From an optimization exercise on the open Yosys and OpenROAD flow, aimed at small area; shortcuts taken in it are not production practice.
At most, simulation tests tie the RTL to the original design; equivalence was not proved.
Function not checked in runs 1 and 5: the RTL went through the layout flow alone.

[design/flow/run.sh]
#!/bin/bash
# synth_recipe.tcl (not shown) runs the flow's synth.tcl, then flattens the netlist and writes it again
# the make line also repeats each setting of config.mk as NAME=value (left out here)
make -C /OpenROAD-flow-scripts/flow DESIGN_CONFIG=/design/flow/config.mk WORK_HOME=/design/flow/orfs CLKGATE_MAP_FILE= SYNTH_SCRIPT=/design/flow/synth_recipe.tcl finish
[design/flow/config.mk]
export PLATFORM = sky130hd
export DESIGN_NAME = cordic_nco_rotator
export DESIGN_NICKNAME = cordic_nco_rotator
export VERILOG_FILES = /design/flow/design.v
export SDC_FILE = /design/flow/constraint.sdc
export NUM_CORES = 4
export LEC_CHECK = 0
export CAP_MARGIN = 20
export CORE_MARGIN = 2
export CORE_UTILIZATION = 60
export CTS_BUF_LIST = sky130_fd_sc_hd__clkbuf_8 sky130_fd_sc_hd__clkbuf_16
export CTS_CLUSTER_DIAMETER = 100
export CTS_CLUSTER_SIZE = 20
export SLEW_MARGIN = 20
[design/flow/constraint.sdc]
create_clock -name core_clock -period 4.6 [get_ports {clk}]
set_input_delay 0.9200 -clock core_clock [delete_from_list [all_inputs] [get_ports {clk}]]
set_output_delay 0.9200 -clock core_clock [all_outputs]
set_load 0.01 [all_outputs]
[design/flow/design.v]
package cordic_pkg;
   typedef enum logic {ROTATE = 1'b0, VECTOR = 1'b1} mode_e;
   localparam logic [15:0] CORDIC_GAIN = 16'hD2C9;
   localparam logic [31:0] QTR32  = 32'h4000_0000;
   localparam logic [31:0] HALF32 = 32'h8000_0000;
   localparam logic [31:0] TQTR32 = 32'hC000_0000;
   localparam logic [32*32-1:0] ATAN_TAB = {
      32'h0000_0000,   
      32'h0000_0001,   
      32'h0000_0001,   
      32'h0000_0003,   
      32'h0000_0005,   
      32'h0000_000A,   
      32'h0000_0014,   
      32'h0000_0029,   
      32'h0000_0051,   
      32'h0000_00A3,   
      32'h0000_0146,   
      32'h0000_028C,   
      32'h0000_0518,   
      32'h0000_0A30,   
      32'h0000_145F,   
      32'h0000_28BE,   
      32'h0000_517D,   
      32'h0000_A2FA,   
      32'h0001_45F3,   
      32'h0002_8BE6,   
      32'h0005_17CC,   
      32'h000A_2F98,   
      32'h0014_5F2F,   
      32'h0028_BE53,   
      32'h0051_7C55,   
      32'h00A2_F61E,   
      32'h0145_D7E1,   
      32'h028B_0D43,   
      32'h0511_11D4,   
      32'h09FB_385B,   
      32'h12E4_051E,   
      32'h2000_0000   
   };
endpackage
module cordic_addc
#(
   parameter int W = 18
) (
   input  logic [W-1:0] a,
   input  logic [W-1:0] b,
   input  logic         ci,
   output logic [W-1:0] s,
   output logic         co
);
   localparam int N = W + 1;
   localparam int L = (N > 32) ? 6 : (N > 16) ? 5 : (N > 8) ? 4 : (N > 4) ? 3 : 2;
   logic [W-1:0]      hp;
   logic [L:0][N-1:0] g, p;
   assign hp   = a ^ b;
   assign g[0] = {a & b, ci};
   assign p[0] = {hp, 1'b0};
   for (genvar l = 0; l < L; l++) begin : g_lvl
      for (genvar i = 0; i < N; i++) begin : g_bit
         if (((i >> l) & 1) == 1) begin : g_op
            localparam int J = ((i >> l) << l) - 1;
            assign g[l+1][i] = g[l][i] | (p[l][i] & g[l][J]);
            assign p[l+1][i] = p[l][i] & p[l][J];
         end else begin : g_pass
            assign g[l+1][i] = g[l][i];
            assign p[l+1][i] = p[l][i];
         end
      end
   end
   assign s  = hp ^ g[L][W-1:0];
   assign co = g[L][W];
endmodule
module cordic_addx
#(
   parameter int W  = 18,
   parameter int LO = 9
) (
   input  logic [W-1:0]  a,
   input  logic [LO-1:0] b,
   input  logic          bs,
   input  logic          ci,
   output logic [W-1:0]  s
);
   logic          c;
   logic [W-LO-1:0] ah, all1, all0;
   logic          inc, dec;
   cordic_addc #(.W(LO)) u_lo (.a(a[LO-1:0]), .b(b), .ci(ci), .s(s[LO-1:0]), .co(c));
   assign ah = a[W-1:LO];
   localparam int H  = W - LO;
   localparam int HL = (H > 16) ? 5 : (H > 8) ? 4 : (H > 4) ? 3 : (H > 2) ? 2 : 1;
   logic [HL:0][H-1:0] t1, t0;
   if (H > 1) begin : g_init
      assign t1[0] = {ah[H-2:0], 1'b1};
      assign t0[0] = {~ah[H-2:0], 1'b1};
   end else begin : g_init1
      assign t1[0] = 1'b1;
      assign t0[0] = 1'b1;
   end
   for (genvar l = 0; l < HL; l++) begin : g_lvl
      for (genvar j = 0; j < H; j++) begin : g_bit
         if (((j >> l) & 1) == 1) begin : g_op
            localparam int J = ((j >> l) << l) - 1;
            assign t1[l+1][j] = t1[l][j] & t1[l][J];
            assign t0[l+1][j] = t0[l][j] & t0[l][J];
         end else begin : g_pass
            assign t1[l+1][j] = t1[l][j];
            assign t0[l+1][j] = t0[l][j];
         end
      end
   end
   assign all1 = t1[HL];
   assign all0 = t0[HL];
   assign inc = c & !bs;
   assign dec = !c & bs;
   assign s[W-1:LO] = ah ^ (c ? (all1 & {(W-LO){!bs}}) : (all0 & {(W-LO){bs}}));
endmodule
module cordic_stage
#(
   parameter int W     = 18,
   parameter int PW    = 32,
   parameter int SHIFT = 1
) (
   input  logic                clk,
   input  logic                mode_i,
   input  logic signed [W-1:0] x_i,
   input  logic signed [W-1:0] y_i,
   input  logic [PW-1:0]       z_i,
   output logic                mode_o,
   output logic signed [W-1:0] x_o,
   output logic signed [W-1:0] y_o,
   output logic [PW-1:0]       z_o
);
   localparam logic [PW-1:0] ATAN = PW'(cordic_pkg::ATAN_TAB[32*SHIFT +: 32] >> (32 - PW));
   localparam int ZLO = (ATAN >= 32'h1000_0000) ? 29 : (ATAN >= 32'h0800_0000) ? 28 :
                        (ATAN >= 32'h0400_0000) ? 27 : (ATAN >= 32'h0200_0000) ? 26 :
                        (ATAN >= 32'h0100_0000) ? 25 : (ATAN >= 32'h0080_0000) ? 24 :
                        (ATAN >= 32'h0040_0000) ? 23 : (ATAN >= 32'h0020_0000) ? 22 :
                        (ATAN >= 32'h0010_0000) ? 21 : (ATAN >= 32'h0008_0000) ? 20 :
                        (ATAN >= 32'h0004_0000) ? 19 : (ATAN >= 32'h0002_0000) ? 18 :
                        (ATAN >= 32'h0001_0000) ? 17 : (ATAN >= 32'h0000_8000) ? 16 :
                        (ATAN >= 32'h0000_4000) ? 15 : 14;
   localparam int XLO = W - SHIFT;
   logic          cw;
   logic [W-1:0]  x_d, y_d;
   logic [PW-1:0] z_d;
   assign cw = mode_i ? !y_i[W-1] : z_i[PW-1];
   cordic_addx #(.W(W), .LO(XLO)) u_ax (
      .a(x_i), .b(y_i[W-1:SHIFT] ^ {XLO{!cw}}), .bs(y_i[W-1] ^ !cw), .ci(!cw), .s(x_d));
   cordic_addx #(.W(W), .LO(XLO)) u_ay (
      .a(y_i), .b(x_i[W-1:SHIFT] ^ {XLO{cw}}),  .bs(x_i[W-1] ^ cw),  .ci(cw),  .s(y_d));
   cordic_addx #(.W(PW), .LO(ZLO)) u_az (
      .a(z_i), .b(ATAN[ZLO-1:0] ^ {ZLO{!cw}}), .bs(!cw), .ci(!cw), .s(z_d));
   always_ff @(posedge clk) begin
      mode_o <= mode_i;
      x_o    <= x_d;
      y_o    <= y_d;
      z_o    <= z_d;
   end
endmodule
module cordic_nco_rotator
#(
   parameter int IN_W    = 16,
   parameter int OUT_W   = 22,
   parameter int PHASE_W = 32,
   parameter int STAGES  = 16
) (
   input  logic                      clk,
   input  logic                      rst_n,
   input  logic                      in_valid,
   input  logic                      mode,
   input  logic signed [IN_W-1:0]    xin,
   input  logic signed [IN_W-1:0]    yin,
   input  logic        [PHASE_W-1:0] phase_step,
   input  logic                      phase_load,
   input  logic        [PHASE_W-1:0] phase_init,
   output logic                      out_valid,
   output logic                      out_mode,
   output logic signed [OUT_W-1:0]   xout,
   output logic signed [OUT_W-1:0]   yout,
   output logic        [PHASE_W-1:0] phase_out
);
   localparam int W = IN_W + 2;
   logic [PHASE_W-1:0] acc_q, acc_d, p;
   assign p     = phase_load ? phase_init : acc_q;
   assign acc_d = p + (phase_step & {PHASE_W{in_valid}});
   always_ff @(posedge clk or negedge rst_n) begin
      if (!rst_n) acc_q <= '0;
      else        acc_q <= acc_d;
   end
   logic [STAGES:0] vld_q;
   always_ff @(posedge clk or negedge rst_n) begin
      if (!rst_n) vld_q <= '0;
      else        vld_q <= {vld_q[STAGES-1:0], in_valid};
   end
   logic                   m0_q;
   logic signed [IN_W-1:0] x0_q, y0_q;
   logic [PHASE_W-1:0]     p0_q;
   always_ff @(posedge clk) begin
      m0_q <= mode;
      x0_q <= xin;
      y0_q <= yin;
      p0_q <= p;
   end
   logic signed [W-1:0] xe, ye, s_sum, d_sum, u, v, x1, y1;
   logic                nx, yz, d0;
   logic [1:0]          q;
   logic [PHASE_W-1:0]  z1;
   assign xe = {{(W-IN_W){x0_q[IN_W-1]}}, x0_q};
   assign ye = {{(W-IN_W){y0_q[IN_W-1]}}, y0_q};
   assign nx = x0_q[IN_W-1];
   assign yz = (y0_q == '0);
   assign d0 = nx ? (y0_q[IN_W-1] | yz) : !y0_q[IN_W-1];
   assign q  = m0_q ? {nx ^ d0, d0} : p0_q[PHASE_W-1 -: 2];
   cordic_addc #(.W(W)) u_s (.a(xe), .b(ye),  .ci(1'b0), .s(s_sum), .co());
   cordic_addc #(.W(W)) u_d (.a(xe), .b(~ye), .ci(1'b1), .s(d_sum), .co());
   assign u = q[0] ? s_sum : d_sum;
   assign v = q[0] ? d_sum : s_sum;
   cordic_addc #(.W(W)) u_nx (.a(u ^ {W{q[1] ^ q[0]}}), .b({W{1'b0}}), .ci(q[1] ^ q[0]), .s(x1), .co());
   cordic_addc #(.W(W)) u_ny (.a(v ^ {W{q[1]}}),        .b({W{1'b0}}), .ci(q[1]),      .s(y1), .co());
   always_comb begin
      if (m0_q) begin
         case (q)
            2'b00:   z1 = 32'hE000_0000;
            2'b11:   z1 = 32'h2000_0000;
            2'b01:   z1 = 32'hA000_0000;
            default: z1 = 32'h6000_0000;
         endcase
      end else begin
         z1 = {{3{!p0_q[29]}}, p0_q[28:0]};
      end
   end
   logic [STAGES-1:0]             m_c;
   logic [STAGES-1:0][W-1:0]      x_c, y_c;
   logic [STAGES-1:0][PHASE_W-1:0] z_c;
   always_ff @(posedge clk) begin
      m_c[0] <= m0_q;
      x_c[0] <= x1;
      y_c[0] <= y1;
      z_c[0] <= z1;
   end
   for (genvar i = 1; i < STAGES; i++) begin : g_stage
      cordic_stage #(
         .W     (W),
         .PW    (PHASE_W),
         .SHIFT (i)
      ) u_stage (
         .clk    (clk),
         .mode_i (m_c[i-1]),
         .x_i    (x_c[i-1]),
         .y_i    (y_c[i-1]),
         .z_i    (z_c[i-1]),
         .mode_o (m_c[i]),
         .x_o    (x_c[i]),
         .y_o    (y_c[i]),
         .z_o    (z_c[i])
      );
   end
   assign out_valid = vld_q[STAGES];
   assign out_mode  = m_c[STAGES-1];
   assign xout      = {{(OUT_W-W){x_c[STAGES-1][W-1]}}, x_c[STAGES-1]};
   assign yout      = {{(OUT_W-W){y_c[STAGES-1][W-1]}}, y_c[STAGES-1]};
   assign phase_out = z_c[STAGES-1];
endmodule
==> results of run 1 <==
metrics by stage:
stage	cell area, µm²	setup WS, ns
global placement	70000	-0.173
CTS	72200	-0.101
finish	72400	-0.206
detailed placement	70000	-0.208
floorplan	65700	-0.228
global route	72400	-0.322
critical path, delay by kind of cell (launching register included):
| kind | cells | cell delay [ns] |
|---|---|---|
| flops | 1 | 0.39 |
| simple gates | 2 | 0.28 |
| xor+xnor | 1 | 0.15 |
| fa+ha+maj | 1 | 0.15 |
| compound gates | 7 | 1.09 |
| buf+inv | 22 | 2.63 |
flip-flops by register name (all words and copies together), names as in the netlist:
signal,count
vld_q,17
x0_q,16
x_c,17
y_c,18
g_stage.u_stage.z_o,480
z_c,32
p0_q,32
y0_q,16
m0_q,1
acc_q,32
g_stage.u_stage.y_o,270
m_c,1
g_stage.u_stage.x_o,270
g_stage.u_stage.mode_o,15
how the worst min path moves through the flow:
stage | start | endpoint | slack [ns] | cells past startpoint
floorplan | vld_q[9] | vld_q[10] | 0.33 | 0
global placement | vld_q[13] | vld_q[14] | 0.33 | 0
detailed placement | vld_q[15] | vld_q[16] | 0.34 | 0
CTS | rst_n | vld_q[16] | 0.35 | 2
global route | vld_q[10] | vld_q[11] | 0.36 | 0
finish | vld_q[8] | vld_q[9] | 0.35 | 0
placed cells by master, fill, tap and decap left out, drive strengths merged, types with 109 or more instances in the layout:
master / n
nor2: 487
nand2: 285
o21ai: 188
dfxtp: 1168
buf: 206
clkdlybuf4s50: 177
nor2b: 109
ha: 679
xor2: 355
fa: 150
nor3: 223
xnor2: 849
a21oi: 329
a21o: 119
inv: 354
repair_timing:
item,CTS,global route
buffers inserted,32,12
pin swaps,14,19
setup endpoints to repair,7,39
cloned,0,0
resized for setup,9,32
routing by layer:
layer / share of wire (%) / wire length (µm) / global-route usage (%) / vias to the layer above
met2: 55 / 66900 / 44.6 / 566
li1: - / - / - / 23600
met4: 4.0 / 4920 / 9.27 / 0
met1: 39 / 47900 / 22.3 / 20500
met3: 2.5 / 3060 / 2.19 / 237
met5: 0 / 0 / 0 / -
cell type report:
class	instances	area (µm²)	share of cell area (%)
inverter	347	1310	1.81
clock inverter	11	46.3	0.0640
sequential	1217	24600	34.0
clock buffer	72	1790	2.47
timing repair buffer	383	3390	4.69
tap	1414	1770	2.44
antenna	1	2.50	0.00346
multi-input combinational	4990	39400	54.5
logic make-up after synthesis:
logic type | count (synthesis) | share of synthesized area (%)
AND/OR/NAND/NOR | 1749 | 13.4
AO/OA/AOI/OAI | 1084 | 10.7
flip-flops | 1217 | 37.5
multiplexers | 124 | 1.96
buffers and inverters | 471 | 2.76
adder cells (fa/ha/maj) | 829 | 17.5
XOR/XNOR | 1204 | 16.1
==> impl_metrics.json, run 1 <==
{
  "synth.largest_area_cell": "dfxtp_1",
  "syn2layout_area_growth_pct": 10.4,
  "critPathCaptureType": "flop",
  "drc_errors": 0,
  "finalNetCount": 7939,
  "grt_first_pass_wirelength_um": 204000,
  "synthesis.area_mm2": 0.0656,
  "cpMostUsedCell": "buf_4",
  "fmax_mhz": 208,
  "synth-async-reset-ratio_pct": 4.03,
  "critPathKind": "flop to flop",
  "synth_top_area_share_pct": 35.7,
  "critPathMaxFanout": 4,
  "htreeDepth": 3,
  "numPortBuffers": 178,
  "synth_cells": 6678,
  "hold_buffers": 0,
  "cts_buffer_depth": 3,
  "reg2reg_to": "g_stage[14].u_stage.z_o[10]",
  "die_w_um": 335,
  "reg2reg_from": "g_stage[13].u_stage.mode_o",
  "cts_root_buf": "clkbuf_16",
  "holdWs_ns": 0.349,
  "vias": 44900,
  "start_kind": "flop",
  "ys_warn_count": 16,
  "fin_tns_setup_ns": -0.520,
  "relSlewSlack_pct": 53.2,
  "antenna_found_initial": 0,
  "wl_per_cell_um": 14.6,
  "drtIter0Drc": 1407,
  "wirelength_um": 123000,
  "core_mm2": 0.109,
  "grt_overflow": 0,
  "fin_ws_ns": -0.206,
  "synthMostInstantiatedCell": "dfxtp_1",
  "worst_pin_slew_ns": 0.685,
  "syn-num-nets": 7608,
  "reg2regPathDepth": 33,
  "viasPerCell": 5.32,
  "min_period_over_period_pct": 104,
  "clock_latency_ns": 0.65,
  "track_usage_pct": 21.9,
  "slowest_delay_ns": 0.39,
  "synth_area_leaders": "dfxtp_1, ha_1, xnor2_1",
  "die_area_mm2": 0.112,
  "finalCriticalPeriod_ns": 4.81,
  "hold_viol": 0,
  "cts_tree": "yes",
  "so.violations": "setup timing",
  "cp_slowest_cell": "dfxtp_4",
  "finalSetupViolations": 5,
  "placed_cells": 8307,
  "endpoint": "g_stage[14].u_stage.z_o[10]",
  "ant_nets": 0,
  "drv_slew": 0,
  "cp.arrival_ns": 5.33,
  "drtPass1Iterations": 5,
  "dp_hpwl_um": 99600,
  "outcome": "complete, but fails checks",
  "finClkSkew_ns": 0.0208,
  "drive_gt1_share_pct": 6.21,
  "cp.required_ns": 5.12,
  "max-cap-violations": 0,
  "startpoint": "g_stage[13].u_stage.mode_o",
  "rsz0062_at_grt": "true",
  "synth_edf_count": 0,
  "yosysSeqAreaShare_pct": 37.5,
  "ios": 179,
  "syn_area_per_cell_um2": 9.82,
  "die_h_um": 335,
  "synth_seq_cells": 1217,
  "clock_sinks": 1217,
  "grt_pass1_vias": 44400,
  "grt_max_degree": 50,
  "synth_cell_types": 90,
  "clk_pin_slew_worst_paths_ns": 0.08,
  "ys.flop_type": "dfxtp_1",
  "num_rows": 121,
  "fill_cells": 8777,
  "fin_util_pct": 66.7,
  "hold_path_class": "flop to flop",
  "fin_cells": 8435,
  "initial_core_util_pct": 60.4,
  "ys_top_cells_by_count": "dfxtp_1, xnor2_1, ha_1",
  "gp_congestion": 0.883,
  "reg2reg_slack_ns": -0.21,
  "cts_buffers": 70
}
==> run 2, diff against run 1 <==
--- a/design/flow/design.v
+++ b/design/flow/design.v
@@ -150,6 +150,5 @@
    cordic_addx #(.W(W), .LO(XLO)) u_ay (
       .a(y_i), .b(x_i[W-1:SHIFT] ^ {XLO{cw}}),  .bs(x_i[W-1] ^ cw),  .ci(cw),  .s(y_d));
-   cordic_addx #(.W(PW), .LO(ZLO)) u_az (
-      .a(z_i), .b(ATAN[ZLO-1:0] ^ {ZLO{!cw}}), .bs(!cw), .ci(!cw), .s(z_d));
+   cordic_addc #(.W(PW)) u_az (.a(z_i), .b(ATAN ^ {PW{!cw}}), .ci(!cw), .s(z_d), .co());
    always_ff @(posedge clk) begin
       mode_o <= mode_i;
==> run 2 against run 1 <==
Effect of this change:
- the run now finishes clean
- core utilization is 1.0 points lower
- non-clock buffer count fell by 102
- setup slack gained 0.50 ns
- cell count is 4.1% higher
- critical path depth shrank 18
- register-to-register slack better by 0.50 ns
- fmax grew 12%
==> impl_metrics.json, run 2 <==
{
  "ys_top_cells_by_count": "dfxtp_1, ha_1, xnor2_1",
  "largest_reg_flops": 480,
  "synthesis.area_mm2": 0.0690,
  "worst_pin_slew_ns": 0.894,
  "die_w_um": 343,
  "fin_tns_setup_ns": 0,
  "grt_overflow": 0,
  "cp.required_ns": 5.18,
  "wl_met3_um": 4180,
  "finalNetCount": 8324,
  "regArea_mm2": 0.0246,
  "cp.arrival_ns": 4.89,
  "ys_warn_count": 16,
  "track_usage_pct": 23.2,
  "multi_input_area_mm2": 0.0426,
  "num_rows": 124,
  "wl_per_cell_um": 15.6,
  "synth_top_area_share_pct": 33.9,
  "grt_pass1_vias": 47800,
  "drc_errors": 0,
  "yosysSeqAreaShare_pct": 35.6,
  "critPathKind": "flop to flop",
  "ys.flop_type": "dfxtp_1",
  "cts-resized-gates": 0,
  "syn_area_per_cell_um2": 9.83,
  "finClkSkew_ns": 0.0183,
  "reg2reg_slack_ns": 0.29,
  "numPortBuffers": 178,
  "critPathCaptureType": "flop",
  "start_kind": "flop",
  "drv_slew": 0,
  "cts_buffers": 70,
  "antenna_found_initial": 2,
  "synth_seq_cells": 1217,
  "antenna_cells": 0,
  "hold_path_class": "input port to asynchronous set/reset pin",
  "hold_buffers": 0,
  "synth_cells": 7025,
  "rsz0062_at_grt": "false",
  "die_area_mm2": 0.118,
  "layout_common_cells": "dfxtp_1, ha_1, xnor2_1, nor2_1, xor2_1",
  "grt_max_degree": 37,
  "synth-async-reset-ratio_pct": 4.03,
  "synth_edf_count": 0,
  "top_layer": "met5",
  "regMostFlops": "g_stage.u_stage.z_o",
  "wirelength_um": 137000,
  "hold_viol": 0,
  "clk_pin_slew_worst_paths_ns": 0.09,
  "ant_nets": 0,
  "fill_cells": 9431,
  "synth_cell_types": 106,
  "cts_root_buf": "clkbuf_16",
  "core_mm2": 0.114,
  "fmax_mhz": 232,
  "gp_congestion": 0.883,
  "final_common_cell": "dfxtp_1",
  "wl_met1_um": 55500,
  "min_period_over_period_pct": 93.7,
  "cts_buffer_depth": 3,
  "synthMostInstantiatedCell": "dfxtp_1",
  "synth_area_leaders": "dfxtp_1, ha_1, xnor2_1",
  "grt_first_pass_wirelength_um": 226000,
  "ios": 179,
  "dp_hpwl_um": 112000,
  "holdWs_ns": 0.169,
  "drtPass1Iterations": 5,
  "initial_core_util_pct": 60.5,
  "relSlewSlack_pct": 39.9,
  "htreeDepth": 3,
  "syn2layout_area_growth_pct": 8.54,
  "reg_top3": "g_stage.u_stage.z_o: 480 flops, g_stage.u_stage.x_o: 270 flops, g_stage.u_stage.y_o: 270 flops",
  "drtIter0Drc": 1929,
  "die_h_um": 343,
  "critPathMaxFanout": 8,
  "outcome": "finished clean",
  "cts_tree": "yes",
  "syn-num-nets": 8092,
  "clock_latency_ns": 0.68,
  "vias": 48300,
  "viasPerCell": 5.50,
  "wl_met2_um": 72300,
  "finalSetupViolations": 0,
  "finalCriticalPeriod_ns": 4.31,
  "max-cap-violations": 0,
  "synth.largest_area_cell": "dfxtp_1",
  "post-cts-setup-buffers": 0,
  "clock_sinks": 1217,
  "drive_gt1_share_pct": 4.32
}
-- run 2: layer usage --
| layer | vias up | global-route usage (%) |
|---|---|---|
| li1 | 25000 | - |
| met1 | 22400 | 25.7 |
| met2 | 680 | 45.2 |
| met3 | 227 | 2.58 |
| met4 | 2 | 8.26 |
| met5 | - | 0 |
-- run 2: logic make-up after synthesis --
| kind of cell | share of synthesized area, % |
|---|---|
| flops | 35.6 |
| buf+inv | 2.74 |
| simple gates | 13.2 |
| compound gates | 13.0 |
| xor+xnor | 14.8 |
| fa+ha+maj | 19.1 |
| mux | 1.47 |
-- run 2: layout make-up --
class / instances / share of cell area, %
Clock buffer: 74 / 2.46
Multi-Input combinational cell: 5323 / 56.8
Clock inverter: 12 / 0.0868
Timing Repair Buffer: 281 / 3.42
Sequential cell: 1217 / 32.8
Tap cell: 1512 / 2.52
Inverter: 364 / 1.83
-- run 2: final timing paths --
kind                           from         to  cells after the start
max in group asynchronous     rst_n  acc_q[20]                      2
setup / recovery            y0_q[4]    y_c[16]                     15
hold / removal                rst_n  acc_q[21]                      1
hold reg to reg            vld_q[5]   vld_q[6]                      0
min in group core_clock    vld_q[5]   vld_q[6]                      0
setup reg to reg            y0_q[4]    y_c[16]                     15
-- run 2: through the flow --
stage	cells	utilization, %	area (µm²)	setup slack, ns
global placement	8697	63.9	73000	-0.0575
CTS	8783	65.6	74900	0.190
global route	8783	65.6	74900	0.0460
finish	8783	65.6	74900	0.291
detailed placement	8697	63.9	73000	-0.00567
floorplan	7025	-	69100	0.00158
-- run 2: worst max-delay path, cell delays in order, from the launching register on --
cell     delay [ns]
dfxtp_1        0.38
inv_1          0.06
ha_1           0.43
a21o_1         0.24
or3_1          0.30
o21ai_1        0.34
o21a_1         0.30
o211a_1        0.24
o21ai_0        0.10
a21oi_1        0.56
fa_1           0.55
nor2_1         0.11
a21oi_1        0.06
xnor2_1        0.16
ha_1           0.22
xnor2_1        0.18
==> run 3, diff against run 2 <==
--- a/design/flow/design.v
+++ b/design/flow/design.v
@@ -85,5 +85,4 @@
    logic          c;
    logic [W-LO-1:0] ah, all1, all0;
-   logic          inc, dec;
    cordic_addc #(.W(LO)) u_lo (.a(a[LO-1:0]), .b(b), .ci(ci), .s(s[LO-1:0]), .co(c));
    assign ah = a[W-1:LO];
@@ -112,6 +111,4 @@
    assign all1 = t1[HL];
    assign all0 = t0[HL];
-   assign inc = c & !bs;
-   assign dec = !c & bs;
    assign s[W-1:LO] = ah ^ (c ? (all1 & {(W-LO){!bs}}) : (all0 & {(W-LO){bs}}));
 endmodule
@@ -133,12 +130,4 @@
 );
    localparam logic [PW-1:0] ATAN = PW'(cordic_pkg::ATAN_TAB[32*SHIFT +: 32] >> (32 - PW));
-   localparam int ZLO = (ATAN >= 32'h1000_0000) ? 29 : (ATAN >= 32'h0800_0000) ? 28 :
-                        (ATAN >= 32'h0400_0000) ? 27 : (ATAN >= 32'h0200_0000) ? 26 :
-                        (ATAN >= 32'h0100_0000) ? 25 : (ATAN >= 32'h0080_0000) ? 24 :
-                        (ATAN >= 32'h0040_0000) ? 23 : (ATAN >= 32'h0020_0000) ? 22 :
-                        (ATAN >= 32'h0010_0000) ? 21 : (ATAN >= 32'h0008_0000) ? 20 :
-                        (ATAN >= 32'h0004_0000) ? 19 : (ATAN >= 32'h0002_0000) ? 18 :
-                        (ATAN >= 32'h0001_0000) ? 17 : (ATAN >= 32'h0000_8000) ? 16 :
-                        (ATAN >= 32'h0000_4000) ? 15 : 14;
    localparam int XLO = W - SHIFT;
    logic          cw;
@@ -150,5 +139,8 @@
    cordic_addx #(.W(W), .LO(XLO)) u_ay (
       .a(y_i), .b(x_i[W-1:SHIFT] ^ {XLO{cw}}),  .bs(x_i[W-1] ^ cw),  .ci(cw),  .s(y_d));
-   cordic_addc #(.W(PW)) u_az (.a(z_i), .b(ATAN ^ {PW{!cw}}), .ci(!cw), .s(z_d), .co());
+   logic [PW-1:0] zp, zm;
+   cordic_addc #(.W(PW)) u_zp (.a(z_i), .b(ATAN),  .ci(1'b0), .s(zp), .co());
+   cordic_addc #(.W(PW)) u_zm (.a(z_i), .b(~ATAN), .ci(1'b1), .s(zm), .co());
+   assign z_d = cw ? zp : zm;
    always_ff @(posedge clk) begin
       mode_o <= mode_i;
==> run 3 against run 2 <==
Effect of this change:
- synthesized cell count shrank 4.7%
- largest cell class unchanged
- via count shrank 7.1%
- die area shrank 7.8%
- count of clock-buffer cells in the layout grew 1
- critical path type unchanged
- core utilization shrank 0.073 points
==> impl_metrics.json, run 3 <==
{
  "slowest_delay_ns": 0.54,
  "numPortBuffers": 178,
  "drtPass1Iterations": 5,
  "grt_first_pass_wirelength_um": 217000,
  "core_mm2": 0.105,
  "track_usage_pct": 24.6,
  "wl_met2_um": 69000,
  "min_period_over_period_pct": 93.8,
  "reg_top3": "g_stage.u_stage.z_o: 480 flops, g_stage.u_stage.x_o: 270 flops, g_stage.u_stage.y_o: 270 flops",
  "gp_congestion": 0.913,
  "initial_core_util_pct": 60.4,
  "wl_met3_um": 3810,
  "hold_buffers": 0,
  "clk_pin_slew_worst_paths_ns": 0.08,
  "post-cts-setup-buffers": 0,
  "fmax_mhz": 232,
  "finalCriticalPeriod_ns": 4.32,
  "clock_latency_ns": 0.68,
  "synth.largest_area_cell": "dfxtp_1",
  "antenna_found_initial": 2,
  "synthMuxAreaShare_pct": 3.32,
  "ant_nets": 0,
  "drc_errors": 0,
  "synth-async-reset-ratio_pct": 4.03,
  "synth_top_family_by_area": "XOR/XNOR gates",
  "cts_buffers": 70,
  "max-cap-violations": 0,
  "fin_cells": 8247,
  "drive_gt1_share_pct": 4.41,
  "rsz0062_at_grt": "false",
  "reg2reg_to": "y_c[17]",
  "placed_cells": 8158,
  "ys_warn_count": 16,
  "die_area_mm2": 0.109,
  "die_h_um": 330,
  "reg2reg_from": "y0_q[4]",
  "crit_chain": "inv_1 > ha_1 > a21oi_1 > nor3b_1 > a211oi_1 > a2111oi_1 > buf_4 > o31ai_1 > a21o_1 > a21oi_1 > fa_1 > a21oi_1 > xnor2_1 > a21oi_2",
  "cp.arrival_ns": 4.85,
  "viasPerCell": 5.45,
  "cp.required_ns": 5.13,
  "layout_common_cells": "dfxtp_1, xnor2_1, nor2_1, ha_1, xor2_1",
  "yosys.area_share.xor_xnor_pct": 17.0,
  "critPathKind": "flop to flop",
  "start_kind": "flop",
  "wl_per_cell_um": 16.2,
  "wirelength_um": 134000,
  "dp_hpwl_um": 108000,
  "ios": 179,
  "largest_reg_flops": 480,
  "synth_seq_cells": 1217,
  "drv_slew": 0,
  "synthesis.area_mm2": 0.0636,
  "synth_cells": 6695,
  "grt_overflow": 0,
  "synth_cell_types": 99,
  "htreeDepth": 3,
  "wl_met1_um": 56800,
  "synth_area_leaders": "dfxtp_1, xnor2_1, ha_1",
  "worst_pin_slew_ns": 0.996,
  "cp_slowest_cell": "a2111oi_1",
  "synth_top_area_share_pct": 36.8,
  "yosysSeqAreaShare_pct": 38.7,
  "critPathTopFamily": "compound AO/OA/AOI/OAI gates",
  "critPathCaptureType": "flop",
  "relSlewSlack_pct": 31.9,
  "ys.flop_type": "dfxtp_1",
  "reg2reg_slack_ns": 0.28,
  "hold_viol": 0,
  "hold_path_class": "input port to asynchronous set/reset pin",
  "reg2regPathDepth": 14,
  "crit_buf_inv": 2,
  "synth_edf_count": 0,
  "fill_cells": 8688,
  "critPathMaxFanout": 11,
  "synth_compound_area_share_pct": 11.4,
  "syn-num-nets": 7338,
  "syn_area_per_cell_um2": 9.50,
  "cpMostUsedCell": "a21oi_1",
  "top_layer": "met5",
  "regMostFlops": "g_stage.u_stage.z_o",
  "die_w_um": 330,
  "syn2layout_area_growth_pct": 8.53,
  "cts_root_buf": "clkbuf_16",
  "finalNetCount": 7483,
  "clock_sinks": 1217,
  "synth-simple-area-share_pct": 14.6,
  "drtIter0Drc": 2209,
  "ys_top_cells_by_count": "dfxtp_1, xnor2_1, nor2_1",
  "cts_buffer_depth": 3,
  "finClkSkew_ns": 0.0239,
  "synthAdderAreaFrac_pct": 11.7,
  "grt_pass1_vias": 43100,
  "finalSetupViolations": 0,
  "grt_max_degree": 50,
  "outcome": "finished clean",
  "fin_tns_setup_ns": 0,
  "synthMostInstantiatedCell": "dfxtp_1",
  "final_common_cell": "dfxtp_1",
  "vias": 44900,
  "num_rows": 119,
  "cts_tree": "yes"
}
-- run 3: logic make-up after synthesis --
| kind of cell | after synthesis |
|---|---|
| muxes | 206 |
| other | 1 |
| buffers and inverters | 546 |
| DFF | 1217 |
| AOI/OAI and AO/OA | 1099 |
| and+or+nand+nor | 1850 |
| xor gates and xnor gates | 1234 |
| adders and majority gates | 542 |
-- run 3: worst register-to-register path, cell delays in order, from the launching register on --
cell and delay, ns:
dfxtp_1 0.37, inv_1 0.05, ha_1 0.45, a21oi_1 0.36
nor3b_1 0.30, a211oi_1 0.18, a2111oi_1 0.54, buf_4 0.21
o31ai_1 0.10, a21o_1 0.23, a21oi_1 0.20, fa_1 0.46
a21oi_1 0.20, xnor2_1 0.13, a21oi_2 0.39
-- run 3: area by class of cell --
cell class	instances	area, µm²	share of cell area (%)
Multi-Input combinational cell	4932	36900	53.5
Timing Repair Buffer	266	2470	3.58
Sequential cell	1217	24600	35.7
Clock inverter	11	63.8	0.0925
Inverter	353	1330	1.92
Antenna cell	2	5.00	0.00725
Clock buffer	75	1870	2.70
Tap cell	1391	1740	2.52
-- run 3: per-stage QoR --
step | util (%) | hold slack, ns | setup slack, ns | area [µm²]
final | 65.6 | 0.331 | 0.285 | 69000
after global routing | 65.6 | 0.336 | 0.0153 | 69000
after CTS | 65.5 | 0.332 | 0.123 | 69000
after detailed placement | 63.7 | 0.312 | 0.122 | 67000
after global placement | 63.7 | 0.312 | 0.0874 | 67000
after floorplan | - | 0.310 | 0.136 | 63600
-- run 3: worst max-delay path by stage --
| stage | from | endpoint | slack, ns | cells after the start |
|---|---|---|---|---|
| 4_1_cts | y0_q[4] | y_c[17] | 0.12 | 14 |
| 2_1_floorplan | g_stage[3].u_stage.mode_o | g_stage[4].u_stage.x_o[15] | 0.14 | 16 |
| 3_5_place_dp | phase_load | acc_q[28] | 0.12 | 14 |
| 5_1_grt | y0_q[4] | x_c[16] | 0.02 | 15 |
| 3_3_place_gp | phase_load | acc_q[28] | 0.09 | 14 |
| 6_report | y0_q[4] | y_c[17] | 0.28 | 14 |
-- run 3: per-layer routing --
layer	GRT usage [%]	vias to the layer above
met5	0	-
met4	7.56	2
met1	28.8	20900
li1	-	23200
met2	46.7	577
met3	2.90	173
-- run 3: timing repair --
item / CTS / global route
setup endpoints to repair: 0 / 8
endpoints found under the hold margin: 0 / 0
resized for setup: 0 / 5
==> run 4, diff against run 3 <==
==> design/flow/flow/run.sh (new file) <==
#!/bin/bash
set -e
export CTS_ARGS="-sink_clustering_enable -repair_clock_nets -buf_list {sky130_fd_sc_hd__clkbuf_8 sky130_fd_sc_hd__clkbuf_16} -sink_clustering_size 20 -sink_clustering_max_diameter 100 -dont_use_dummy_load"
export BUFFER_PORTS_ARGS="-buffer_cell sky130_fd_sc_hd__buf_1"
cp standard.sh standard_sh.log
bash standard.sh finish > standard.log 2>&1
==> design/flow/standard.sh (new file) <==
#!/bin/bash
# synth_recipe.tcl (not shown) runs the flow's synth.tcl, then flattens the netlist and writes it again
# the make line also repeats each setting of config.mk as NAME=value (left out here)
make -C /OpenROAD-flow-scripts/flow DESIGN_CONFIG=/design/flow/config.mk WORK_HOME=/design/flow/orfs CLKGATE_MAP_FILE= SYNTH_SCRIPT=/design/flow/synth_recipe.tcl "${@:-finish}"
removed: design/flow/run.sh
==> run 4 against run 3 <==
Effect of this change:
- final area is 2.1% lower
- first-iteration DRC count down 8.4%
- flip-flop and latch count is the same
- critical path depth is 1 higher
- sequential share of layout area is 0.75 points higher
- largest cell class unchanged
- setup slack gained 0.045 ns
- critical path type unchanged
==> impl_metrics.json, run 4 <==
{
  "outcome": "finished clean",
  "crit_chain": "inv_1 > ha_1 > a21oi_1 > nor3b_1 > a211oi_1 > a2111oi_1 > buf_4 > o31ai_1 > a21o_1 > a21oi_1 > fa_1 > a21oi_1 > xnor2_1 > ha_1 > xnor2_1",
  "synth-async-reset-ratio_pct": 4.03,
  "num_rows": 119,
  "finClkSkew_ns": 0.0281,
  "finalCriticalPeriod_ns": 4.27,
  "synthAdderAreaFrac_pct": 11.7,
  "drv_slew": 0,
  "cpMostUsedCell": "a21oi_1",
  "relSlewSlack_pct": 26.5,
  "layout_common_cells": "dfxtp_1, xnor2_1, nor2_1, ha_1, xor2_1",
  "reg2reg_from": "y0_q[4]",
  "start_kind": "flop",
  "final_common_cell": "dfxtp_1",
  "reg2reg_slack_ns": 0.33,
  "die_area_mm2": 0.109,
  "synthMuxAreaShare_pct": 3.32,
  "viasPerCell": 5.46,
  "whs_path_depth": 0,
  "max-cap-violations": 0,
  "cp_slowest_cell": "a211oi_1",
  "dp_hpwl_um": 108000,
  "clock_sinks": 1217,
  "ys_top_cells_by_count": "dfxtp_1, xnor2_1, nor2_1",
  "grt_max_degree": 50,
  "numPortBuffers": 178,
  "synth_top_family_by_area": "XOR/XNOR gates",
  "critPathKind": "flop to flop",
  "initial_core_util_pct": 60.4,
  "hold_path_class": "flop to flop",
  "gp_congestion": 0.902,
  "synth_cells": 6695,
  "cts_tree": "yes",
  "drtIter0Drc": 2023,
  "regArea_mm2": 0.0246,
  "reg2reg_to": "y_c[16]",
  "track_usage_pct": 24.6,
  "finalNetCount": 7469,
  "design_area_mm2": 0.0676,
  "synthMostInstantiatedCell": "dfxtp_1",
  "wirelength_um": 132000,
  "core_mm2": 0.105,
  "slowest_delay_ns": 0.55,
  "reg2regPathDepth": 15,
  "ios": 179,
  "vias": 44800,
  "reg_top3": "g_stage.u_stage.z_o: 480 flops, g_stage.u_stage.x_o: 270 flops, g_stage.u_stage.y_o: 270 flops",
  "critPathCaptureType": "flop",
  "cts_buffers": 70,
  "fill_cells": 8907,
  "antenna_found_initial": 3,
  "cp.required_ns": 5.12,
  "htreeDepth": 3,
  "worst_pin_slew_ns": 1.07,
  "holdPathEnd": "g_stage[11].u_stage.z_o[0]",
  "drc_errors": 0,
  "die_w_um": 330,
  "ys_warn_count": 16,
  "fin_cells": 8217,
  "cp.arrival_ns": 4.79,
  "dpl_cell_area_mm2": 0.0658,
  "synth_seq_cells": 1217,
  "min_period_over_period_pct": 92.8,
  "grt_first_pass_wirelength_um": 217000,
  "finalSetupViolations": 0,
  "die_h_um": 330,
  "regMostFlops": "g_stage.u_stage.z_o",
  "cts_buffer_depth": 3,
  "yosysSeqAreaShare_pct": 38.7,
  "cts_root_buf": "clkbuf_16",
  "largest_reg_flops": 480,
  "synthesis.area_mm2": 0.0636,
  "drtPass1Iterations": 5,
  "hp-start": "g_stage[10].u_stage.z_o[0]",
  "hold_buffers": 0,
  "syn_area_per_cell_um2": 9.50,
  "grt_pass1_vias": 43500,
  "clock_latency_ns": 0.66,
  "fmax_mhz": 234,
  "synth_compound_area_share_pct": 11.4,
  "clk_pin_slew_worst_paths_ns": 0.09,
  "synth_top_area_share_pct": 36.8,
  "syn2layout_area_growth_pct": 6.30,
  "grt_overflow": 0,
  "synth_area_leaders": "dfxtp_1, xnor2_1, ha_1",
  "hold_viol": 0,
  "synth_cell_types": 99,
  "wl_per_cell_um": 16.1,
  "ys.flop_type": "dfxtp_1",
  "syn-num-nets": 7338,
  "placed_cells": 8144,
  "synth-simple-area-share_pct": 14.6,
  "yosys.area_share.xor_xnor_pct": 17.0,
  "drive_gt1_share_pct": 4.12,
  "synth_edf_count": 0,
  "synth.largest_area_cell": "dfxtp_1",
  "multi_input_area_mm2": 0.0369,
  "ant_nets": 0,
  "critPathMaxFanout": 11,
  "startpoint": "y0_q[4]"
}
run 4: cell counts after synthesis:
No cell type changed its count.
run 4: how the worst max path moves through the flow:
stage / to / slack, ns / cells after the start
finish: y_c[16] / 0.33 / 15
global route: x_c[16] / -0.03 / 15
CTS: y_c[17] / 0.26 / 14
detailed placement: acc_q[31] / 0.23 / 14
global placement: acc_q[30] / 0.32 / 14
floorplan: g_stage[4].u_stage.x_o[15] / 0.14 / 16
run 4: repair_timing:
item                                    4_1_cts  5_1_grt
buffers inserted                              0        0
endpoints found under the setup margin        0        7
resized for setup                             0        3
run 4: metal layers:
layer / track usage [%] / up-vias / part of all wire, %
li1: - / 23200 / -
met1: 28.6 / 20800 / 42
met2: 46.4 / 651 / 51
met3: 2.61 / 201 / 2.8
met4: 8.62 / 0 / 3.9
met5: 0 / - / 0
run 4: cell type report:
cell class / count / share of cell area (%)
Antenna cell: 2 / 0.00740
Clock buffer: 70 / 2.59
Inverter: 353 / 1.96
Multi-Input combinational cell: 4932 / 54.6
Sequential cell: 1217 / 36.4
Tap cell: 1391 / 2.57
Timing Repair Buffer: 252 / 1.82
run 4: cells by family after synthesis:
| group | after synthesis |
|---|---|
| compound gates | 1099 |
| xor+xnor | 1234 |
| fa+ha+maj | 542 |
| buf+inv | 546 |
| flops | 1217 |
| mux | 206 |
| other cells | 1 |
| simple gates | 1850 |
run 4: per-stage QoR:
step                hold slack [ns]  setup slack [ns]  TNS, ns  util (%)
finish                        0.320             0.330        0      64.2
detailed placement            0.312             0.235        0      62.5
global placement              0.312             0.318        0      62.5
global route                  0.323           -0.0278  -0.0507      64.2
floorplan                     0.310             0.136        0         -
CTS                           0.311             0.261        0      64.2
run 4: critical path: cells and delay by family, from the launching register on:
| kind | cells | cell delay [ns] |
|---|---|---|
| flops | 1 | 0.37 |
| fa+ha+maj | 3 | 1.24 |
| buf+inv | 2 | 0.24 |
| simple gates | 1 | 0.19 |
| xor+xnor | 2 | 0.25 |
| compound gates | 7 | 1.84 |
==> run 5, diff against run 4 <==
--- a/design/flow/design.v
+++ b/design/flow/design.v
@@ -111,5 +111,5 @@
    assign all1 = t1[HL];
    assign all0 = t0[HL];
-   assign s[W-1:LO] = ah ^ (c ? (all1 & {(W-LO){!bs}}) : (all0 & {(W-LO){bs}}));
+   assign s[W-1:LO] = ah ^ ((all1 & {(W-LO){c & !bs}}) | (all0 & {(W-LO){!c & bs}}));
 endmodule
 module cordic_stage
==> run 5 against run 4 <==
Effect of this change:
- largest cell class unchanged
- count of clock-buffer cells in the layout is 1 higher
- setup slack worse by 0.076 ns
- worst hold slack worse by 0.025 ns
- critical endpoint is now g_stage[1].u_stage.y_o[15]
- core utilization is 0.49 points higher
- final area is 0.34% higher
- fmax is 1.7% lower
- first-iteration DRC count is 12% lower
==> impl_metrics.json, run 5 <==
{
  "outcome": "finished clean",
  "critPathKind": "flop to flop",
  "synth_cell_types": 91,
  "finalSetupViolations": 0,
  "hold_path_class": "flop to flop",
  "grt_first_pass_wirelength_um": 206000,
  "finClkSkew_ns": 0.0470,
  "reg2reg_slack_ns": 0.25,
  "ys_warn_count": 16,
  "fill_cells": 8882,
  "viasPerCell": 5.33,
  "relSlewSlack_pct": 42.2,
  "regMostFlops": "g_stage.u_stage.z_o",
  "holdWs_ns": 0.296,
  "ios": 179,
  "reg2regPathDepth": 15,
  "synth-async-reset-ratio_pct": 4.03,
  "holdPathEnd": "g_stage[3].u_stage.z_o[0]",
  "fin_util_pct": 64.7,
  "initial_core_util_pct": 60.2,
  "finalNetCount": 7464,
  "final_common_cell": "dfxtp_1",
  "die_h_um": 328,
  "critPathCaptureType": "flop",
  "dpl_cell_area_mm2": 0.0658,
  "min_period_over_period_pct": 94.5,
  "cts_buffer_depth": 3,
  "reg2reg_from": "m_c[0]",
  "drive_gt1_share_pct": 5.56,
  "antenna_found_initial": 0,
  "drtIter0Drc": 1785,
  "synth_cells": 6571,
  "core_mm2": 0.105,
  "ant_nets": 0,
  "clock_sinks": 1217,
  "yosys.area_share.xor_xnor_pct": 16.7,
  "die_w_um": 328,
  "synth_edf_count": 0,
  "synth_area_leaders": "dfxtp_1, xnor2_1, ha_1",
  "layout_common_cells": "dfxtp_1, xnor2_1, ha_1, inv_1, nor2_1",
  "syn2layout_area_growth_pct": 7.40,
  "syn-num-nets": 7270,
  "start_kind": "flop",
  "drc_errors": 0,
  "gp_congestion": 0.898,
  "num_rows": 119,
  "synth-simple-area-share_pct": 13.3,
  "drtPass1Iterations": 5,
  "hp-start": "g_stage[2].u_stage.z_o[0]",
  "synthAdderAreaFrac_pct": 12.9,
  "synth_top_area_share_pct": 37.0,
  "grt_max_degree": 50,
  "fmax_mhz": 230,
  "whs_path_depth": 0,
  "wirelength_um": 126000,
  "wl_per_cell_um": 15.4,
  "finalCriticalPeriod_ns": 4.35,
  "synthMuxAreaShare_pct": 3.04,
  "design_area_mm2": 0.0678,
  "fin_cells": 8155,
  "clk_pin_slew_worst_paths_ns": 0.08,
  "fin_tns_setup_ns": 0,
  "cts_tree": "yes",
  "htreeDepth": 3,
  "yosysSeqAreaShare_pct": 39.0,
  "hold_viol": 0,
  "reg2reg_to": "g_stage[1].u_stage.y_o[15]",
  "fin_ws_ns": 0.254,
  "largest_reg_flops": 480,
  "max-cap-violations": 0,
  "worst_pin_slew_ns": 0.865,
  "syn_area_per_cell_um2": 9.61,
  "pre_cts_ws_ns": 0.0357,
  "ys_top_cells_by_count": "dfxtp_1, xnor2_1, ha_1",
  "critPathMaxFanout": 6,
  "grt_overflow": 0,
  "hold_buffers": 0,
  "cp.arrival_ns": 4.94,
  "placed_cells": 8082,
  "die_area_mm2": 0.108,
  "synth_top_family_by_area": "XOR/XNOR gates",
  "cp.required_ns": 5.19,
  "drv_slew": 0,
  "synth_seq_cells": 1217,
  "reg_top3": "g_stage.u_stage.z_o: 480 flops, g_stage.u_stage.x_o: 270 flops, g_stage.u_stage.y_o: 270 flops",
  "track_usage_pct": 23.3,
  "dp_hpwl_um": 101000,
  "synth_compound_area_share_pct": 11.4,
  "numPortBuffers": 178,
  "clock_latency_ns": 0.67,
  "ys.flop_type": "dfxtp_1",
  "synthMostInstantiatedCell": "dfxtp_1",
  "cts_root_buf": "clkbuf_16",
  "vias": 43400,
  "cts_buffers": 71,
  "synthesis.area_mm2": 0.0631,
  "synth.largest_area_cell": "dfxtp_1",
  "grt_pass1_vias": 42000
}
-- run 5: cell types whose count changed after synthesis, sizes merged, moves of 21 or more --
cell and change:
nor2 -98, and2 -22, mux2i -23, ha +56, inv +65, or2 -22, o21ai +26, nand4 -21
-- run 5: how the worst max path moves through the flow --
| stage | from | endpoint | slack [ns] | depth (start not counted) |
|---|---|---|---|---|
| after global placement | g_stage[9].u_stage.mode_o | g_stage[10].u_stage.x_o[17] | 0.11 | 20 |
| after global routing | g_stage[10].u_stage.z_o[31] | g_stage[11].u_stage.x_o[17] | -0.02 | 18 |
| final | m_c[0] | g_stage[1].u_stage.y_o[15] | 0.25 | 15 |
| after CTS | g_stage[6].u_stage.y_o[17] | g_stage[7].u_stage.x_o[17] | 0.04 | 19 |
| after detailed placement | g_stage[6].u_stage.mode_o | g_stage[7].u_stage.x_o[17] | 0.04 | 19 |
| after floorplan | g_stage[9].u_stage.mode_o | g_stage[10].u_stage.x_o[17] | -0.06 | 21 |
-- run 5: kinds of logic (layout without fill, tap and decap cells) --
group / Yosys count / after routing
adders and majority gates: 598 / 598
other: 1 / 2
DFF: 1217 / 1217
AOI/OAI and AO/OA: 1102 / 1102
and+or+nand+nor: 1654 / 1654
xor gates and xnor gates: 1206 / 1206
buffers and inverters: 608 / 800
muxes: 185 / 185
-- run 5: critical path, stage by stage, from the launching register on --
cell and delay (ns):
dfxtp_1 0.36, and2_1 0.30, or2_2 0.41, xnor2_1 0.30
ha_1 0.30, a31oi_1 0.15, o41ai_1 0.12, a211o_1 0.35
and3_1 0.26, a2111oi_0 0.49, buf_4 0.20, o31ai_1 0.10
o41ai_1 0.29, buf_4 0.19, fa_1 0.41, inv_1 0.06
-- run 5: final cells by class --
cell class	instances	area [µm²]	share of cell area [%]
antenna	1	2.50	0.00369
clock buffer	71	1780	2.62
inverter	417	1570	2.31
multi-input combinational	4746	36400	53.7
sequential	1217	24600	36.3
tap	1391	1740	2.57
timing repair buffer	312	1680	2.48
-- run 5: what timing repair did --
action | in CTS | in global routing
resized for setup | 1 | 53
setup buffers | 0 | 1
pin swaps | 0 | 1
setup endpoints to repair | 1 | 41
-- run 5: per-layer routing --
metal  GRT usage [%]  up-vias  part of all wire, %  routed length (µm)
met4            6.87        0                  2.6                3220
met3            2.32      151                  2.5                3170
met1            27.2    20100                   43               54300
met5               0        -                    0                   0
li1                -    22700                    -                   -
met2            44.4      453                   52               65000
==> run 6, diff against run 5 <==
--- a/design/flow/design.v
+++ b/design/flow/design.v
@@ -48,5 +48,6 @@
    input  logic         ci,
    output logic [W-1:0] s,
-   output logic         co
+   output logic         co,
+   output logic [W-1:0] c      
 );
    localparam int N = W + 1;
@@ -69,5 +70,6 @@
       end
    end
-   assign s  = hp ^ g[L][W-1:0];
+   assign c  = g[L][W-1:0];
+   assign s  = hp ^ c;
    assign co = g[L][W];
 endmodule
@@ -85,5 +87,5 @@
    logic          c;
    logic [W-LO-1:0] ah, all1, all0;
-   cordic_addc #(.W(LO)) u_lo (.a(a[LO-1:0]), .b(b), .ci(ci), .s(s[LO-1:0]), .co(c));
+   cordic_addc #(.W(LO)) u_lo (.a(a[LO-1:0]), .b(b), .ci(ci), .s(s[LO-1:0]), .co(c), .c());
    assign ah = a[W-1:LO];
    localparam int H  = W - LO;
@@ -111,5 +113,5 @@
    assign all1 = t1[HL];
    assign all0 = t0[HL];
-   assign s[W-1:LO] = ah ^ ((all1 & {(W-LO){c & !bs}}) | (all0 & {(W-LO){!c & bs}}));
+   assign s[W-1:LO] = ah ^ (c ? (all1 & {(W-LO){!bs}}) : (all0 & {(W-LO){bs}}));
 endmodule
 module cordic_stage
@@ -139,8 +141,8 @@
    cordic_addx #(.W(W), .LO(XLO)) u_ay (
       .a(y_i), .b(x_i[W-1:SHIFT] ^ {XLO{cw}}),  .bs(x_i[W-1] ^ cw),  .ci(cw),  .s(y_d));
-   logic [PW-1:0] zp, zm;
-   cordic_addc #(.W(PW)) u_zp (.a(z_i), .b(ATAN),  .ci(1'b0), .s(zp), .co());
-   cordic_addc #(.W(PW)) u_zm (.a(z_i), .b(~ATAN), .ci(1'b1), .s(zm), .co());
-   assign z_d = cw ? zp : zm;
+   logic [PW-1:0] cp, cm;
+   cordic_addc #(.W(PW)) u_zp (.a(z_i), .b(ATAN),  .ci(1'b0), .s(), .co(), .c(cp));
+   cordic_addc #(.W(PW)) u_zm (.a(z_i), .b(~ATAN), .ci(1'b1), .s(), .co(), .c(cm));
+   assign z_d = z_i ^ ATAN ^ (cw ? cp : ~cm);
    always_ff @(posedge clk) begin
       mode_o <= mode_i;
@@ -204,10 +206,10 @@
    assign d0 = nx ? (y0_q[IN_W-1] | yz) : !y0_q[IN_W-1];
    assign q  = m0_q ? {nx ^ d0, d0} : p0_q[PHASE_W-1 -: 2];
-   cordic_addc #(.W(W)) u_s (.a(xe), .b(ye),  .ci(1'b0), .s(s_sum), .co());
-   cordic_addc #(.W(W)) u_d (.a(xe), .b(~ye), .ci(1'b1), .s(d_sum), .co());
+   cordic_addc #(.W(W)) u_s (.a(xe), .b(ye),  .ci(1'b0), .s(s_sum), .co(), .c());
+   cordic_addc #(.W(W)) u_d (.a(xe), .b(~ye), .ci(1'b1), .s(d_sum), .co(), .c());
    assign u = q[0] ? s_sum : d_sum;
    assign v = q[0] ? d_sum : s_sum;
-   cordic_addc #(.W(W)) u_nx (.a(u ^ {W{q[1] ^ q[0]}}), .b({W{1'b0}}), .ci(q[1] ^ q[0]), .s(x1), .co());
-   cordic_addc #(.W(W)) u_ny (.a(v ^ {W{q[1]}}),        .b({W{1'b0}}), .ci(q[1]),      .s(y1), .co());
+   cordic_addc #(.W(W)) u_nx (.a(u ^ {W{q[1] ^ q[0]}}), .b({W{1'b0}}), .ci(q[1] ^ q[0]), .s(x1), .co(), .c());
+   cordic_addc #(.W(W)) u_ny (.a(v ^ {W{q[1]}}),        .b({W{1'b0}}), .ci(q[1]),      .s(y1), .co(), .c());
    always_comb begin
       if (m0_q) begin
==> design/flow/flow/run.sh (replaced) <==
#!/bin/bash
set -e
export CTS_ARGS="-sink_clustering_enable -repair_clock_nets -buf_list {sky130_fd_sc_hd__clkbuf_8} -sink_clustering_size 20 -sink_clustering_max_diameter 55 -dont_use_dummy_load"
export BUFFER_PORTS_ARGS="-buffer_cell sky130_fd_sc_hd__buf_1"
cp standard.sh standard_sh.log
bash standard.sh finish > standard.log 2>&1
--- a/design/flow/config.mk
+++ b/design/flow/config.mk
@@ -9,6 +9,6 @@
 export CORE_MARGIN = 2
 export CORE_UTILIZATION = 60
-export CTS_BUF_LIST = sky130_fd_sc_hd__clkbuf_8 sky130_fd_sc_hd__clkbuf_16
-export CTS_CLUSTER_DIAMETER = 100
+export CTS_BUF_LIST = sky130_fd_sc_hd__clkbuf_8
+export CTS_CLUSTER_DIAMETER = 55
 export CTS_CLUSTER_SIZE = 20
 export SLEW_MARGIN = 20
==> run 6 against run 5 <==
Effect of this change:
- clock skew rose by 0.048 ns
- synthesized area decreased by 0.48%
- routed wire length is 2.1% higher
- non-clock buffer count down 64
==> impl_metrics.json, run 6 <==
{
  "ant_nets": 0,
  "reg_top3": "g_stage.u_stage.z_o: 480 flops, g_stage.u_stage.x_o: 270 flops, g_stage.u_stage.y_o: 270 flops",
  "synthMostInstantiatedCell": "dfxtp_1",
  "htreeDepth": 3,
  "design_area_mm2": 0.0666,
  "critPathKind": "flop to flop",
  "cts_buffers": 118,
  "synth_area_leaders": "dfxtp_1, xnor2_1, ha_1",
  "cts_root_buf": "clkbuf_8",
  "fin_tns_setup_ns": 0,
  "max-cap-violations": 0,
  "clock_sinks": 1217,
  "start_kind": "flop",
  "clock_latency_ns": 0.80,
  "initial_core_util_pct": 60.6,
  "min_period_over_period_pct": 94.5,
  "grt_first_pass_wirelength_um": 212000,
  "regMostFlops": "g_stage.u_stage.z_o",
  "largest_reg_flops": 480,
  "die_w_um": 328,
  "hold_buffers": 0,
  "grt_pass1_vias": 43700,
  "gp_congestion": 0.906,
  "track_usage_pct": 23.8,
  "finalCriticalPeriod_ns": 4.35,
  "cts_tree": "yes",
  "synth_top_area_share_pct": 37.2,
  "worst_pin_slew_ns": 0.995,
  "layout_common_cells": "dfxtp_1, xnor2_1, nor2_1, xor2_1, nand2_1",
  "hold_viol": 0,
  "ios": 179,
  "critPathMaxFanout": 8,
  "syn2layout_area_growth_pct": 5.94,
  "cts_buffer_depth": 3,
  "fill_cells": 8789,
  "post-cts-setup-buffers": 0,
  "synth-async-reset-ratio_pct": 4.03,
  "drc_errors": 0,
  "synthesis.area_mm2": 0.0628,
  "yosysSeqAreaShare_pct": 39.2,
  "hold_path_class": "input port to flop",
  "viasPerCell": 5.49,
  "fmax_mhz": 230,
  "critPathCaptureType": "flop",
  "ys_warn_count": 16,
  "outcome": "finished clean",
  "finClkSkew_ns": 0.0951,
  "syn-num-nets": 7234,
  "die_h_um": 328,
  "numPortBuffers": 178,
  "grt_max_degree": 50,
  "ys_top_cells_by_count": "dfxtp_1, xnor2_1, nor2_1",
  "synth_cell_types": 92,
  "finalNetCount": 7377,
  "synth_seq_cells": 1217,
  "synth_edf_count": 0,
  "num_rows": 118,
  "wirelength_um": 128000,
  "core_mm2": 0.104,
  "dpl_cell_area_mm2": 0.0649,
  "cp.required_ns": 5.31,
  "vias": 45200,
  "drv_slew": 0,
  "drtIter0Drc": 2200,
  "ys.flop_type": "dfxtp_1",
  "rsz0062_at_grt": "false",
  "wl_per_cell_um": 15.6,
  "clk_pin_slew_worst_paths_ns": 0.09,
  "synth.largest_area_cell": "dfxtp_1",
  "final_common_cell": "dfxtp_1",
  "grt_overflow": 0,
  "cp.arrival_ns": 5.06,
  "relSlewSlack_pct": 33.2,
  "synth_cells": 6707,
  "die_area_mm2": 0.107,
  "dp_hpwl_um": 102000,
  "drtPass1Iterations": 6,
  "drive_gt1_share_pct": 4.79,
  "syn_area_per_cell_um2": 9.37,
  "finalSetupViolations": 0,
  "antenna_found_initial": 1,
  "cts-resized-gates": 0
}
-- run 6: cell count changes in the layout (fill, tap and decap cells not counted), moves of 47 or more --
cell | before | now
ha_1 | 506 | 335
inv_1 | 416 | 280
clkbuf_8 | 0 | 118
clkbuf_16 | 71 | 0
buf_4 | 133 | 70
nor2_1 | 391 | 442
xnor2_1 | 823 | 874
xor2_1 | 375 | 426
nand3_1 | 98 | 145
-- run 6: per-stage QoR --
| step | util, % | std cells | setup slack, ns | hold slack (ns) |
|---|---|---|---|---|
| finish | 64.2 | 8229 | 0.254 | 0.214 |
| floorplan | - | 6707 | 0.0136 | 0.310 |
| global placement | 62.6 | 8109 | 0.130 | 0.313 |
| detailed placement | 62.6 | 8109 | 0.0829 | 0.313 |
| CTS | 64.2 | 8227 | 0.214 | 0.117 |
| global route | 64.2 | 8229 | 0.00340 | 0.143 |
-- run 6: cell type report --
cell class	instances	area [µm²]	area share, %
multi-input cells	4983	36400	54.6
flip-flops and latches	1217	24600	37.0
well taps	1380	1730	2.59
clock buffers	118	1620	2.44
repair buffers	248	1200	1.80
inverters	282	1060	1.59
diodes	1	2.50	0.00376
-- run 6: worst max-delay path, cell delays in order, from the launching register on --
cell and delay [ns]:
dfxtp_1 0.34, and2_1 0.19, or2_2 0.32, buf_4 0.20
xnor2_1 0.14, ha_1 0.31, a21o_1 0.20, a21oi_1 0.15
nor2b_1 0.08, o21a_1 0.20, o21a_1 0.20, nor2_2 0.11
fa_1 0.20, nand2b_1 0.11, or3_1 0.34, or3_1 0.38
nor3_2 0.19, nor3b_1 0.21, a41oi_1 0.10, nor2_1 0.17
xor2_1 0.15
-- run 6: worst paths after layout --
check	startpoint	end	slack, ns	cells after the start
worst max-delay path	g_stage[9].u_stage.mode_o	g_stage[10].u_stage.y_o[17]	0.25	20
worst min-delay path	xin[13]	x0_q[13]	0.21	1
worst max register to register	g_stage[9].u_stage.mode_o	g_stage[10].u_stage.y_o[17]	0.25	20
worst min register to register	g_stage[2].u_stage.z_o[0]	g_stage[3].u_stage.z_o[0]	0.32	0
max in group asynchronous	rst_n	acc_q[15]	3.86	2
min in group asynchronous	rst_n	vld_q[12]	0.24	2
-- run 6: routing by layer --
metal  vias up  share of wire, %  GRT usage, %
li1      23400                 -             -
met5         -                 0             0
met4         0               3.0          7.70
met2       660                51          44.2
met1     20900                44          28.4
met3       214               2.9          2.77
-- run 6: logic make-up after synthesis --
family	Yosys count	synth area share, %
compound gates	1167	12.0
flops	1217	39.2
buf+inv	507	3.10
xor+xnor	1302	18.1
mux	143	2.36
fa+ha+maj	426	9.57
simple gates	1945	15.7

what the ideal ports hide:
The results above use ideal ports. As a check the final layouts listed here were re-extracted and re-timed, cells and wires unchanged.
Step 1 assumes that a clkbuf_16 drives the clock port and a buf_2 every other input.
Step 2 moves the port delays by t, midway between the first and last clock arrival at a register: inputs arrive t later, outputs are due t later. That takes back most of the time a late clock gives input paths.
Three values: ideal, step 1, step 2; two values: the first two.
run	t, ns	slack for setup (ns)	slew at the worst register clock pin (ns)	worst slew at a driven data input, ns
run 1	0.708	-0.206 / -0.206 / -0.206	0.09 / 0.09	0.05
run 2	0.738	0.291 / 0.291 / 0.007	0.09 / 0.09	0.07
run 3	0.741	0.285 / 0.285 / 0.105	0.09 / 0.09	0.09
run 4	0.724	0.330 / 0.330 / 0.261	0.09 / 0.09	0.07
run 5	0.712	0.254 / 0.254 / 0.075	0.09 / 0.09	0.04
run 6	0.825	0.254 / 0.254 / 0.180	0.11 / 0.11	0.05
The setup slack of run 2, which loses most, moves by 0.000 ns with the drivers and by -0.284 ns with both steps.
